This is an optimization exercise on Yosys and OpenROAD, whose aim is small area, a short achievable clock period and few clock cycles, not a production implementation.
Function was checked by simulation only, so behaviour that the tests miss may differ from the original.
Power is estimated from default activity; no workload was simulated.

==> flow/design.v (excerpt) <==
module link_framer_top (
  input  logic       aclk,
  input  logic       aresetn,
  input  logic       in_tvalid,
  output logic       in_tready,
  input  logic [7:0] in_tdata,
  input  logic       in_tlast,
  output logic       out_tvalid,
  input  logic       out_tready,
  output logic [7:0] out_tdata,
  output logic       out_tlast
);
clock: 4.5 ns
lec_check: 0
cap_margin: 20
core_area: 3 3 61 61
cts_buf_list: sky130_fd_sc_hd__clkbuf_1
die_area: 0 0 64 64
slew_margin: 20
synth_hierarchical: 1
synth_minimum_keep_size: 0
run.sh (not shown) runs the stock make flow with config.mk's settings and CLKGATE_MAP_FILE= SYNTH_SCRIPT=/design/flow/synth_recipe.tcl, a recipe that flattens the netlist after the stock synthesis.
Testbench counts at the start, summed over its fixed seeds: cycles 80,218.
Next try:
==> flow/flow/run.sh (new file) <==
#!/bin/bash
# The standard layout (the standard.sh) with extra ORFS settings:
# BUFFER_PORTS_ARGS="-buffer_cell sky130_fd_sc_hd__buf_1" ABC_LOAD_IN_FF=3 SETUP_MOVE_SEQUENCE=sizeup,swap
# make's full output goes to standard.log; each ORFS step keeps its own log under orfs/logs.
set -euo pipefail
bash standard.sh BUFFER_PORTS_ARGS="-buffer_cell sky130_fd_sc_hd__buf_1" ABC_LOAD_IN_FF=3 SETUP_MOVE_SEQUENCE=sizeup,swap finish > standard.log 2>&1
==> flow/standard.sh (new file) <==
#!/bin/bash
# synth_recipe.tcl (not shown) runs the flow's synth.tcl, then flattens the netlist and writes it again
# the make line also repeats each setting of config.mk as NAME=value (left out here)
make -C /OpenROAD-flow-scripts/flow DESIGN_CONFIG=/design/flow/config.mk WORK_HOME=/design/flow/orfs CLKGATE_MAP_FILE= SYNTH_SCRIPT=/design/flow/synth_recipe.tcl "${@:-finish}"
- SETUP_SLACK_MARGIN: not set -> 2.1
removed: flow/run.sh
Register-to-register slack improved by 190 ps.
Routed wire length fell by about 12%.
Total power came out lower by about 27%.
Worst setup slack gains 750 ps.
Clock-buffer cell count is unchanged.
Fmax climbs by 30%.
Critical path depth rose by 1.
Die area stays the same.
Combinational power drops by about 37%.
Hold slack gets worse by 77 ps.
Final cell count does not change.
Next try:
- SETUP_SLACK_MARGIN: 2.1 -> 2.3
After rerunning: Setup slack gains 27 ps; power barely changes; non-clock buffer count does not change; cell area came out higher by about 3.7%; clock power falls by about 4%.
Next try:
==> flow/flow/run.sh (replaced) <==
#!/bin/bash
# The standard layout (the standard.sh) with extra ORFS settings:
# BUFFER_PORTS_ARGS="-buffer_cell sky130_fd_sc_hd__buf_1" ABC_LOAD_IN_FF=3 CTS_ARGS='-buf_list sky130_fd_sc_hd__clkbuf_1 -root_buf sky130_fd_sc_hd__clkbuf_1'
# make's full output goes to standard.log; each ORFS step keeps its own log under orfs/logs.
set -euo pipefail
bash standard.sh BUFFER_PORTS_ARGS="-buffer_cell sky130_fd_sc_hd__buf_1" ABC_LOAD_IN_FF=3 CTS_ARGS='-buf_list sky130_fd_sc_hd__clkbuf_1 -root_buf sky130_fd_sc_hd__clkbuf_1' finish > standard.log 2>&1
- SETUP_SLACK_MARGIN: 2.3 -> not set
Effect:
- total power goes down by a few percent
- clock power rises by a little under a tenth
- setup slack got worse by 16 ps
- sequential cell count does not change
Next try:
==> flow/run.sh (new file) <==
#!/bin/bash
# synth_recipe.tcl (not shown) runs the flow's synth.tcl, then flattens the netlist and writes it again
# the make line also repeats each setting of config.mk as NAME=value (left out here)
make -C /OpenROAD-flow-scripts/flow DESIGN_CONFIG=/design/flow/config.mk WORK_HOME=/design/flow/orfs CLKGATE_MAP_FILE= SYNTH_SCRIPT=/design/flow/synth_recipe.tcl finish
- SETUP_SLACK_MARGIN: not set -> 2.0
removed: flow/flow/run.sh
removed: flow/standard.sh
Power rose by 28%.
First-iteration DRC count rises by 19%.
Clock skew came out lower by 3.8 ps.
Combinational power rose by 44%.
Cell count increases by 4.0%.
Synthesized cell count does not change.
Die area does not change.
Core utilization goes up by 4.4 points.
Critical path depth does not change.
Setup slack is worse by 45 ps.
Next try:
==> flow/flow/run.sh (new file) <==
#!/bin/bash
# The standard layout (the standard.sh) with extra ORFS settings:
# BUFFER_PORTS_ARGS="-buffer_cell sky130_fd_sc_hd__buf_1" ABC_LOAD_IN_FF=3 CTS_ARGS='-buf_list sky130_fd_sc_hd__clkbuf_1 -root_buf sky130_fd_sc_hd__clkbuf_1 -wire_unit 200'
# make's full output goes to standard.log; each ORFS step keeps its own log under orfs/logs.
set -euo pipefail
bash standard.sh BUFFER_PORTS_ARGS="-buffer_cell sky130_fd_sc_hd__buf_1" ABC_LOAD_IN_FF=3 CTS_ARGS='-buf_list sky130_fd_sc_hd__clkbuf_1 -root_buf sky130_fd_sc_hd__clkbuf_1 -wire_unit 200' finish > standard.log 2>&1
==> flow/standard.sh (new file) <==
#!/bin/bash
# synth_recipe.tcl (not shown) runs the flow's synth.tcl, then flattens the netlist and writes it again
# the make line also repeats each setting of config.mk as NAME=value (left out here)
make -C /OpenROAD-flow-scripts/flow DESIGN_CONFIG=/design/flow/config.mk WORK_HOME=/design/flow/orfs CLKGATE_MAP_FILE= SYNTH_SCRIPT=/design/flow/synth_recipe.tcl "${@:-finish}"
- SETUP_SLACK_MARGIN: 2.0 -> not set
removed: flow/run.sh
Outcome: Global-route usage decreases by 0.84 points. Power decreases by about 22%. Final cell count went down by about 4%. Die area does not change. Design area goes down by about 28%. First-iteration DRC count is lower by 16%. Wire length is lower by 21%. Clock-buffer cell count is unchanged. Setup slack improves by 45 ps. Non-clock buffer count is lower by 4.

[static timing again, ports no longer ideal]
The results above use ideal ports. As a check the final layouts listed here were re-extracted and re-timed, cells and wires unchanged. Step 1 (the two cells are an assumption about what drives the block):
set clk [get_ports {aclk}]
set_driving_cell -lib_cell sky130_fd_sc_hd__clkbuf_16 $clk
set_driving_cell -lib_cell sky130_fd_sc_hd__buf_2 [delete_from_list [all_inputs] $clk]
Step 2 moves the port delays by t, midway between the first and last clock arrival at a register: inputs arrive t later, outputs are due t later. That takes back most of the time a late clock gives input paths. Slacks: no drivers / after step 1 / after step 2; pairs: no drivers / after step 1.
| run | t (ns) | setup slack, ns | worst hold slack (ns) | worst setup path after step 2 | pins driven straight from the clock port |
|---|---|---|---|---|---|
| the first run | 0.222 | 1.271 / 1.239 / 1.239 | 0.554 / 0.554 / 0.554 | input to output | 1 |
| the second run | 0.223 | 2.022 / 1.988 / 1.988 | 0.477 / 0.484 / 0.542 | input to output | 1 |
| the third run | 0.213 | 2.049 / 2.014 / 2.014 | 0.486 / 0.493 / 0.527 | input to output | 1 |
| the fourth run | 0.226 | 2.033 / 2.008 / 2.008 | 0.466 / 0.472 / 0.544 | input to output | 1 |
| the fifth run | 0.222 | 1.987 / 1.951 / 1.951 | 0.553 / 0.553 / 0.553 | input to output | 1 |
| the sixth run | 0.226 | 2.033 / 2.008 / 2.008 | 0.466 / 0.472 / 0.544 | input to output | 1 |
After both steps every run listed still meets setup and hold. The setup slack of the fifth run, which loses most, moves by -0.036 ns with the drivers and by -0.036 ns with both steps.
